Context: an optimization exercise on an open-source flow, tuned for small area and a short achievable clock period. The choices shown serve that exercise and are no tape-out recipe. Only simulation tests tie the RTL to the original design; equivalence was not proved. No activity file was given, so power comes from the tool's default toggle rates.

$ cat flow/design.v
package step_pkg;
  localparam int STEP_AXES = 4;
endpackage
module step_csr
(
  input  logic        rst,
  input  logic [7:0]  address,
  input  logic [31:0] writedata,
  input  logic        write,
  input  logic        read,
  output logic [3:0]  per_w,
  output logic [3:0]  per_k,
  output logic [3:0]  pul_w,
  output logic [3:0]  pul_k,
  output logic [3:0]  dir_w,
  output logic [3:0]  dir_k,
  output logic [3:0]  stop_nx,   
  output logic [3:0]  go_nx,
  output logic        err_nx,    
  output logic        wd_zero,   
  output logic        wd_hi,     
  output logic        rd_hold,   
  output logic        rd_err,    
  output logic [3:0]  rd_st,
  output logic [3:0]  rd_cnt,
  output logic [3:0]  rd_per,
  output logic [3:0]  rd_pul,
  output logic [3:0]  rd_dir
);
  logic [3:0] page;
  logic [3:0] off;
  logic       wr_ok;
  logic       rd_go;
  assign page  = address[7:4];
  assign off   = address[3:0];
  assign wr_ok = ~rst & write;
  assign rd_go = ~rst & read & ~write;
  assign wd_hi   = |writedata[31:1];
  assign wd_zero = ~wd_hi & ~writedata[0];
  assign err_nx  = write & ~((page[3:2] == 2'b00) &&
                             ((off == 4'd0) || (off == 4'd5) ||
                              (off == 4'd6) || (off == 4'd7)));
  assign rd_hold = ~rst & ~(read & ~write);
  assign rd_err  = rd_go & (page == 4'd15) & (off == 4'd0);
  always_comb
    for (int i = 0; i < 4; i++)
    begin
      per_w[i]   = wr_ok & (page == 4'(i)) & (off == 4'd5);
      per_k[i]   = ~rst & ~(write & (page == 4'(i)) & (off == 4'd5));
      pul_w[i]   = wr_ok & (page == 4'(i)) & (off == 4'd6);
      pul_k[i]   = ~rst & ~(write & (page == 4'(i)) & (off == 4'd6));
      dir_w[i]   = wr_ok & (page == 4'(i)) & (off == 4'd7);
      dir_k[i]   = ~rst & ~(write & (page == 4'(i)) & (off == 4'd7));
      stop_nx[i] = wr_ok & (page == 4'(i)) & (off == 4'd0) & writedata[0];
      go_nx[i]   = wr_ok & (page == 4'(i)) & (off == 4'd0) &
                   (writedata[1] | writedata[2]);
      rd_st[i]   = rd_go & (page == 4'(i)) & (off == 4'd2);
      rd_cnt[i]  = rd_go & (page == 4'(i)) & (off == 4'd4);
      rd_per[i]  = rd_go & (page == 4'(i)) & (off == 4'd5);
      rd_pul[i]  = rd_go & (page == 4'(i)) & (off == 4'd6);
      rd_dir[i]  = rd_go & (page == 4'(i)) & (off == 4'd7);
    end
endmodule
module step_hold32
(
  input  logic        clk,
  input  logic        ld,
  input  logic        kp,
  input  logic [31:0] d,
  output logic [31:0] nx,
  output logic [31:0] q
);
  assign nx = ({32{ld}} & d) | ({32{kp}} & q);
  always_ff @(posedge clk)
    q <= nx;
endmodule
import step_pkg::*;
module step_axis
(
  input  logic        clk,
  input  logic        rst,
  input  logic [31:0] wd,        
  input  logic        wd_zero,   
  input  logic        wd_hi,     
  input  logic        per_w,     
  input  logic        per_k,     
  input  logic        pul_w,
  input  logic        pul_k,
  input  logic        dir_w,
  input  logic        dir_k,
  input  logic        stop,      
  input  logic        go,        
  input  logic        go_free,   
  output logic [1:0]  state,
  output logic [31:0] count,
  output logic [31:0] period,
  output logic [31:0] pulses,
  output logic        cfg_dir,
  output logic        step,
  output logic        dir,
  output logic        enable
);
  function automatic logic [31:0] inc32(input logic [31:0] a);
    logic [7:0] ga;
    logic [7:0] ci;
    for (int j = 0; j < 8; j++)
      ga[j] = &a[4*j +: 4];
    ci[0] = 1'b1;
    for (int j = 1; j < 8; j++)
      ci[j] = ci[j-1] & ga[j-1];
    for (int j = 0; j < 8; j++)
    begin
      inc32[4*j]   = a[4*j]   ^ ci[j];
      inc32[4*j+1] = a[4*j+1] ^ (ci[j] & a[4*j]);
      inc32[4*j+2] = a[4*j+2] ^ (ci[j] & a[4*j] & a[4*j+1]);
      inc32[4*j+3] = a[4*j+3] ^ (ci[j] & a[4*j] & a[4*j+1] & a[4*j+2]);
    end
  endfunction
  function automatic logic ge32(input logic [31:0] a, input logic [31:0] b);
    logic [31:0] g, p, gn, pn;
    for (int i = 0; i < 32; i++)
    begin
      g[i] = a[i] & ~b[i];
      p[i] = ~(a[i] ^ b[i]);
    end
    g[0] = g[0] | p[0];
    p[0] = 1'b0;
    for (int s = 1; s < 32; s = s * 2)
    begin
      gn = g;
      pn = p;
      for (int i = 0; i < 32; i++)
        if ((i / s) % 2 == 1)
        begin
          gn[i] = g[i] | (p[i] & g[(i / s) * s - 1]);
          pn[i] = p[i] & p[(i / s) * s - 1];
        end
      g = gn;
      p = pn;
    end
    ge32 = g[31];
  endfunction
  logic        s_free;    
  logic        s_cnt;     
  logic [31:0] t_nx;      
  logic        per_hi;    
  logic        pul_zero;  
  logic        last;      
  logic        step_q;
  logic        idle;
  logic        entry;
  logic        nx_free;
  logic        nx_cnt;
  logic [31:0] period_d;
  logic [31:0] pulses_d;
  logic        per_hi_d;
  logic [31:0] t_inc;
  logic [31:0] c_inc;
  logic        t_run;     
  logic        t_eq;
  assign idle  = ~(s_free | s_cnt);
  assign entry = idle & go;
  assign nx_free = (entry & go_free) | (s_free & ~stop);
  assign nx_cnt  = (entry & ~go_free) |
                   (s_cnt & ~stop & ~pul_zero & ~(step_q & last));
  assign enable = nx_free | nx_cnt;
  assign step   = step_q;
  step_hold32 u_period (.clk(clk), .ld(per_w), .kp(per_k), .d(wd), .nx(period_d), .q(period));
  step_hold32 u_pulses (.clk(clk), .ld(pul_w), .kp(pul_k), .d(wd), .nx(pulses_d), .q(pulses));
  assign per_hi_d = (per_w & wd_hi) | (per_k & per_hi);
  assign t_inc = inc32(t_nx);
  assign c_inc = inc32(count);
  assign t_run = ~rst & ~step_q & ((s_free & ~stop) | (s_cnt & ~stop & ~pul_zero));
  assign t_eq = (t_nx[31:2] == period_d[31:2]) &
                (t_nx[1] == (period_d[1] | ~per_hi_d)) &
                (t_nx[0] == (period_d[0] & per_hi_d));
  logic cnt_s, cnt_k;
  assign cnt_s = ~(rst | entry) & step_q;
  assign cnt_k = ~(rst | entry) & ~step_q;
  step_hold32 u_count (.clk(clk), .ld(cnt_s), .kp(cnt_k), .d(c_inc), .nx(), .q(count));
  always_ff @(posedge clk)
  begin
    per_hi   <= per_hi_d;
    pul_zero <= ~(pul_w | pul_k) | (pul_w & wd_zero) | (pul_k & pul_zero);
    cfg_dir  <= (dir_w & wd[0]) | (dir_k & cfg_dir);
    s_free   <= ~rst & nx_free;
    s_cnt    <= ~rst & nx_cnt;
    step_q   <= t_run & t_eq;
    last     <= ge32(c_inc, pulses_d);
    if (idle)
      t_nx <= 32'd1;
    else if (step_q)
      t_nx <= 32'd2;
    else
      t_nx <= t_inc;
    if (rst)
      dir <= 1'b0;
    else if (entry)
      dir <= cfg_dir;
  end
  assign state = {s_cnt, s_free};
endmodule
module step_readback
(
  input  logic              clk,
  input  logic              hold,
  input  logic [11:0]       sel,    
  input  logic [11:0][31:0] word,
  input  logic [1:0]        low,    
  output logic [31:0]       q
);
  logic [31:0] nx;
  always_comb
  begin
    nx = ({32{hold}} & q) | {30'd0, low};
    for (int k = 0; k < 12; k++)
      nx = nx | ({32{sel[k]}} & word[k]);
  end
  always_ff @(posedge clk)
    q <= nx;
endmodule
import step_pkg::*;
module step_top
(
  input  logic                      clk,
  input  logic                      rst,
  input  logic [7:0]                address,
  input  logic [31:0]               writedata,
  input  logic                      write,
  input  logic                      read,
  output logic [31:0]               readdata,
  output logic [4-1:0] step,
  output logic [4-1:0] dir,
  output logic [4-1:0] enable
);
  logic [3:0] per_w, per_k, pul_w, pul_k, dir_w, dir_k;
  logic [3:0] stop_nx, go_nx;
  logic       err_nx;
  logic       wd_zero;
  logic       wd_hi;
  logic       rd_hold;
  logic       rd_err;
  logic [3:0] rd_st, rd_cnt, rd_per, rd_pul, rd_dir;
  logic       wr_err;
  logic [3:0] c_stop;
  logic [3:0] c_go;       
  logic       c_free;     
  logic [3:0][1:0]  st;
  logic [3:0][31:0] cnt;
  logic [3:0][31:0] per;
  logic [3:0][31:0] pul;
  logic [3:0]       cdir;
  step_csr u_csr
  (
    .rst       (rst),
    .address   (address),
    .writedata (writedata),
    .write     (write),
    .read      (read),
    .per_w     (per_w),
    .per_k     (per_k),
    .pul_w     (pul_w),
    .pul_k     (pul_k),
    .dir_w     (dir_w),
    .dir_k     (dir_k),
    .stop_nx   (stop_nx),
    .go_nx     (go_nx),
    .err_nx    (err_nx),
    .wd_zero   (wd_zero),
    .wd_hi     (wd_hi),
    .rd_hold   (rd_hold),
    .rd_err    (rd_err),
    .rd_st     (rd_st),
    .rd_cnt    (rd_cnt),
    .rd_per    (rd_per),
    .rd_pul    (rd_pul),
    .rd_dir    (rd_dir)
  );
  always_ff @(posedge clk)
  begin
    wr_err <= ~rst & (wr_err | err_nx);
    c_free <= writedata[1];
    c_stop <= stop_nx;
    c_go   <= go_nx;
  end
  for (genvar i = 0; i < 4; i++)
  begin : g_axis
    step_axis u_axis
    (
      .clk     (clk),
      .rst     (rst),
      .wd      (writedata),
      .wd_zero (wd_zero),
      .wd_hi   (wd_hi),
      .per_w   (per_w[i]),
      .per_k   (per_k[i]),
      .pul_w   (pul_w[i]),
      .pul_k   (pul_k[i]),
      .dir_w   (dir_w[i]),
      .dir_k   (dir_k[i]),
      .stop    (c_stop[i]),
      .go      (c_go[i]),
      .go_free (c_free),
      .state   (st[i]),
      .count   (cnt[i]),
      .period  (per[i]),
      .pulses  (pul[i]),
      .cfg_dir (cdir[i]),
      .step    (step[i]),
      .dir     (dir[i]),
      .enable  (enable[i])
    );
  end
  logic [11:0]       rsel;
  logic [11:0][31:0] rword;
  logic [1:0]        rlow;
  always_comb
  begin
    rlow = {1'b0, rd_err & wr_err};
    for (int i = 0; i < 4; i++)
    begin
      rsel[3*i]    = rd_cnt[i];
      rsel[3*i+1]  = rd_per[i];
      rsel[3*i+2]  = rd_pul[i];
      rword[3*i]   = cnt[i];
      rword[3*i+1] = per[i];
      rword[3*i+2] = pul[i];
      rlow = rlow | ({2{rd_st[i]}} & st[i]) | {1'b0, rd_dir[i] & cdir[i]};
    end
  end
  step_readback u_rd (.clk(clk), .hold(rd_hold), .sel(rsel), .word(rword), .low(rlow), .q(readdata));
endmodule
$ cat flow/flow/run.sh
#!/bin/bash
# The standard layout with two changes:
# - synthesis is the standard flow's own script with one substitution (flow/mix_synth.tcl):
#   the small register, read-back and bus-decode modules are mapped with ORFS's ABC speed
#   script, the rest with its area script; flip-flops are mapped before that
#   step, so the registers are the standard synthesis's;
# - plain buffers (not delay cells) on the ports, so that repair can size them;
#   every port still gets its buffer as in the standard flow.
set -euo pipefail
cd "$(dirname "$0")/.."
W=$(pwd)
bash standard.sh "SYNTH_SCRIPT=$W/flow/mix_synth.tcl" \
  "BUFFER_PORTS_ARGS=-buffer_cell sky130_fd_sc_hd__buf_2" finish > make_finish.log 2>&1
$ cat flow/flow/mix_synth.tcl
# synth_recipe.tcl (the standard synthesis script) with one change: the
# final technology mapping maps the small register, read-back and decode modules
# (step_hold32, step_readback, step_csr) with ORFS's speed script and every other
# module with ORFS's area script. Flip-flops are mapped before this step, so
# the registers are exactly the standard synthesis's.
proc synth {args} { yosys synth -nofsm -noshare {*}$args }
proc abc {args} {
  set i [lsearch -exact $args -script]
  if {$i < 0} { yosys abc {*}$args; return }
  set fast $args
  set small $args
  lset fast [expr {$i + 1}] $::env(SCRIPTS_DIR)/abc_speed.script
  lset small [expr {$i + 1}] $::env(SCRIPTS_DIR)/abc_area.script
  yosys abc {*}$fast step_hold32 step_readback step_csr
  yosys abc {*}$small step_axis step_top
}
source $::env(SCRIPTS_DIR)/synth.tcl
# left out here: clear keep_hierarchy, flatten, clean up, hide names made inside functions, write 1_2_yosys.v
$ cat flow/standard.sh
#!/bin/bash
# synth_recipe.tcl (not shown) runs the flow's synth.tcl, then flattens the netlist and writes it again
# the make line also repeats each setting of config.mk as NAME=value (left out here)
make -C /OpenROAD-flow-scripts/flow DESIGN_CONFIG=/design/flow/config.mk WORK_HOME=/design/flow/orfs CLKGATE_MAP_FILE= SYNTH_SCRIPT=/design/flow/synth_recipe.tcl "${@:-finish}"
$ cat flow/config.mk
export PLATFORM = sky130hd
export DESIGN_NAME = step_top
export DESIGN_NICKNAME = step_top
export VERILOG_FILES = /design/flow/design.v
export SDC_FILE = /design/flow/constraint.sdc
export NUM_CORES = 4
export LEC_CHECK = 0
export ABC_AREA = 1
export CAP_MARGIN = 20
export CORE_MARGIN = 2
export CORE_UTILIZATION = 33
export CTS_CLUSTER_DIAMETER = 100
export CTS_CLUSTER_SIZE = 20
export SETUP_SLACK_MARGIN = 4.0
export SLEW_MARGIN = 20
export SYNTH_HIERARCHICAL = 1
export TNS_END_PERCENT = 0
$ cat flow/constraint.sdc
create_clock -name core_clock -period 7.0 [get_ports {clk}]
set_input_delay 1.4000 -clock core_clock [delete_from_list [all_inputs] [get_ports {clk}]]
set_output_delay 1.4000 -clock core_clock [all_outputs]
set_load 0.01 [all_outputs]
==> load_flow_metrics.sql <==
INSERT INTO impl_metrics (metric_group, metric, value, unit) VALUES
('finish', 'area_growth_syn_to_layout', '11.9', '%'),
('power', 'cellPowerDensity', '175', 'nW/µm²'),
('global_routing', 'number_of_antenna_violations_at_the_first_check_in_global_routing', '7', ''),
('setup_path', 'crit_required', '7.53', 'ns'),
('cts', 'tritoncts', 'yes', ''),
('setup_path', 'critical_path_class', 'input pin to flop', ''),
('die', 'boundaryPins', '88', ''),
('finish', 'design.final.nets', '3658', ''),
('sta', 'maxSlewViolCount', '0', ''),
('cts', 'clockBufferDepth', '3', ''),
('power', 'max-vdd-ir-drop', '0.155', 'mV'),
('setup_path', 'timing.critical_path.slowest_stage_cell', 'nor2_4', ''),
('flow_run', 'max_cap_violations', '0', ''),
('sta', 'report.final.setup_viol', '0', ''),
('synthesis', 'postSynth.topFlopCell', 'dfxtp_1', ''),
('die', 'chipHeight', '302', 'µm'),
('power', 'report.power.total', '5770', 'µW'),
('synthesis', 'synth-warning-count', '11', ''),
('cts', 'cts_htree_levels', '2', ''),
('min_path', 'min_path_type', 'flop to flop', ''),
('route', 'detail_route.wirelength', '112', 'mm'),
('synthesis', 'async_flop_share', '0', ''),
('sta', 'clock.fmax', '298', 'MHz'),
('synthesis', 'synth_cell_types', '47', ''),
('route', 'detailroute.via_count', '25169', ''),
('sta', 'final-hold-violation-count', '0', ''),
('place', 'portBuffers', '87', ''),
('cts', 'clock_latency', '0.61', 'ns'),
('route', 'dr.first_iter.drc_count', '2836', ''),
('cts', 'cts.reportedPaths.clkPinSlew', '0.09', 'ns'),
('place', 'dp_hpwl', '78.6', 'mm'),
('setup_path', 'path_buf_inv', '2', ''),
('setup_path', 'arrival', '3.89', 'ns'),
('route', 'dr.max_layer_used', 'met5', ''),
('cts', 'cts_hold_repair.buffers', '0', ''),
('die', 'initial_utilization', '0.333', ''),
('setup_path', 'worstPathCellList', 'buf_2, nor2b_1, nand3b_1, nor2_4, buf_4, a22oi_1, nand3_1', ''),
('synthesis', 'yosys_register_bits', '586', ''),
('cts', 'cts_root_buffer', 'clkbuf_16', ''),
('sta', 'fin_setup_tns', '0', 'ns'),
('finish', 'drive_gt1_frac', '0.124', ''),
('sta', 'fin_skew', '0.0288', 'ns'),
('place', 'post-place-ws', '2.40', 'ns'),
('place', 'gpl.final_weighted_congestion', '0.937', ''),
('sta', 'tightest_slew', '1.03', 'ns'),
('power', 'leakage', '0.0140', 'µW'),
('setup_path', 'end_kind', 'flop', ''),
('route', 'route.met2.wl', '47.4', 'mm'),
('route', 'drt_first_pass_iters', '7', ''),
('run_status', 'status', 'complete, no violations', ''),
('sta', 'unrepaired_setup_endpoints_after_global_routing', 'yes', ''),
('route', 'detail-route-antenna-nets', '0', ''),
('global_routing', 'globalRouteTotalUtil', '0.236', ''),
('sta', 'slew_headroom', '0.315', ''),
('synthesis', 'syn_area', '29400', 'µm²'),
('place', 'placed_area', '30600', 'µm²'),
('setup_path', 'cp_max_fo', '17', ''),
('global_routing', 'congestion_overflow_gr', '0', ''),
('die', 'dieWidth', '302', 'µm'),
('synthesis', 'synth_edf_count', '0', ''),
('cts', 'cts_made_buffers', '35', ''),
('sta', 'period_share', '0.479', ''),
('route', 'met3_routed_wirelength', '11.4', 'mm'),
('synthesis', 'post_synthesis_net_count', '3555', ''),
('sta', 'final_period_minus_worst_setup_slack', '3.35', 'ns'),
('synthesis', 'syn_avg_cell_area', '9.17', 'µm²'),
('global_routing', 'grt_first_pass_wirelength', '159', 'mm'),
('finish', 'final_core_util', '0.373', ''),
('die', 'fp-row-count', '109', ''),
('route', 'post-route-drc-count', '0', ''),
('global_routing', 'grt_pass1_vias', '23460', ''),
('setup_path', 'max_stage_delay', '0.73', 'ns'),
('setup_path', 'path_delay_family', 'simple AND/OR/NAND/NOR gates', ''),
('synthesis', 'synthCells', '3203', ''),
('synthesis', 'synth_sequential_area_ratio', '0.399', ''),
('die', 'core', '88200', 'µm²'),
('route', 'route.detailed.vias_per_inst', '5.62', ''),
('cts', 'cts_num_sinks', '586', ''),
('route', 'met1_layer_wirelength_in_the_final_routing', '46.3', 'mm'),
('route', 'avgRoutedWirePerCell', '24.9', 'µm'),
('sta', 'fin_ws', '3.65', 'ns'),
('setup_path', 'critPathLaunchType', 'input pin', ''),
('finish', 'final_cell_area', '32900', 'µm²'),
('global_routing', 'grt_max_degree', '34', ''),
('die', 'dieArea', '91400', 'µm²');
-- per-module statistics from Yosys (local to each module, per instance) --
module | cell area (µm²) | cells | times used | flops+latches
step_hold32 | 991 | 70 | 12 | 32
step_readback | 2840 | 329 | 1 | 32
step_top | 300 | 35 | 1 | 10
step_axis | 3430 | 471 | 4 | 40
step_csr | 607 | 115 | 1 | 0
-- stage by stage --
stage	instances	hold slack, ns
5_1_grt	4477	0.489
3_3_place_gp	4350	0.442
6_report	4480	0.468
3_5_place_dp	4350	0.455
2_1_floorplan	3203	0.431
4_1_cts	4443	0.470
-- cell type report --
cell class,count,area [µm²]
fill,8919,55400
multi-input combinational,2100,15700
sequential,586,11700
timing repair buffer,187,1530
inverter,396,1490
tap,1165,1460
clock buffer,39,932
clock inverter,4,62.6
antenna,3,7.51
-- where the power goes --
group / internal, µW / switching [µW] / leakage [µW] / total [µW]
combinational: 48.6 / 172 / 0.00879 / 221
clock: 992 / 1210 / 0.000485 / 2210
sequential: 3340 / 5.91 / 0.00472 / 3340
-- registers in the layout, summed over array words and instances (netlist names) --
register / cells
c_free: 1
c_go: 4
c_stop: 4
g_axis.u_axis.cfg_dir: 4
g_axis.u_axis.dir: 4
g_axis.u_axis.last: 4
g_axis.u_axis.per_hi: 4
g_axis.u_axis.pul_zero: 4
g_axis.u_axis.s_cnt: 4
g_axis.u_axis.s_free: 4
g_axis.u_axis.step_q: 4
g_axis.u_axis.t_nx: 128
g_axis.u_axis.u_count.q: 128
g_axis.u_axis.u_period.q: 128
g_axis.u_axis.u_pulses.q: 128
u_rd.q: 32
wr_err: 1
-- final timing paths --
path                            to  slack [ns]                          start  depth (start not counted)
min reg2reg   g_axis[2].u_axis.dir        0.47           g_axis[2].u_axis.dir                          2
max reg2reg  g_axis[2].u_axis.last        3.78  g_axis[2].u_axis.u_count.q[0]                         17
max                      u_rd.q[3]        3.65                     address[2]                          7
min           g_axis[2].u_axis.dir        0.47           g_axis[2].u_axis.dir                          2
-- placed cells by master (no fill, tap or decap), drive strengths merged, types with 19 or more instances in the layout --
cell / synthesis / final
inv: 396 / 396
a221oi: 32 / 32
xor2: 49 / 49
clkbuf: 10 / 44
a222oi: 30 / 30
nor2: 329 / 338
xnor2: 64 / 64
nand2: 339 / 339
nand3: 76 / 76
ha: 308 / 308
a22oi: 98 / 98
dfxtp: 586 / 586
nand4: 55 / 55
a21oi: 84 / 87
nor3: 19 / 19
buf: 123 / 182
a22o: 420 / 420
and3: 33 / 33
o21ai: 80 / 80
-- worst register-to-register path, stage by stage (launching register included) --
cell	delay, ns
dfxtp_2	0.39
ha_1	0.20
nand3_2	0.15
nor4_4	0.29
buf_4	0.19
nand4_2	0.19
inv_1	0.12
ha_1	0.15
ha_1	0.15
ha_1	0.15
xor2_1	0.19
ha_1	0.28
a21oi_1	0.15
o21ai_0	0.15
nand2_1	0.09
nand2_1	0.09
nor2_1	0.11
nand2_1	0.06
-- Yosys cell counts (30+ instances only) --
cell,number,area [µm²]
buf_6,77,867
xor2_1,49,429
dfxtp_1,586,11700
o21ai_0,80,400
a221oi_1,30,263
a21oi_1,84,420
nor2_1,324,1220
nand3_1,64,320
xnor2_1,64,561
nand2_1,338,1270
buf_2,37,185
ha_1,308,3850
a222oi_1,30,300
a22o_1,396,3470
inv_1,396,1490
nand4_1,47,294
a22oi_1,98,736
and3_1,33,206
-- repair_timing --
action                                  in CTS  in global routing
pin swaps                                   27                 32
setup buffers                               38                 29
resized for setup                           58                 65
endpoints found under the setup margin      88                 44
gates cloned                                12                  4
-- per-layer routing --
layer | GRT usage | vias up
met1 | 0.313 | 12132
met2 | 0.362 | 1255
li1 | - | 11482
met5 | 0 | -
met3 | 0.0513 | 298
met4 | 0.119 | 2
-- kinds of logic (layout without fill, tap and decap cells) --
logic type | count (synthesis) | in the layout | synth area share
buffers and inverters | 529 | 626 | 0.0900
other | 0 | 3 | 0
DFF | 586 | 586 | 0.399
xor gates and xnor gates | 113 | 113 | 0.0337
adders and majority gates | 308 | 308 | 0.131
and+or+nand+nor | 894 | 903 | 0.139
AOI/OAI and AO/OA | 773 | 776 | 0.207

-- what the ideal ports hide --
In the flow no input, the clock included, has a driving cell. The finished layout below was timed again as built, in two steps.
Step 1 assumes that a clkbuf_16 drives the clock port and a buf_2 every other input.
Step 2, shift: input delay + t, output delay - t, t = (earliest + latest rising clock arrival at the registers) / 2. This alone moves slack from input paths to output paths.
a / b / c = no drivers / after step 1 / after step 2; a / b = the first two.
t, ns: 0.659
setup WS [ns]: 3.648 / 3.636 / 3.032
worst setup path at the end: input to register
latest minus earliest clock arrival (ns): 0.031 / 0.032
After both steps this run still meets setup and hold. The setup slack of this run moves by -0.012 ns with the drivers and by -0.616 ns with both steps.
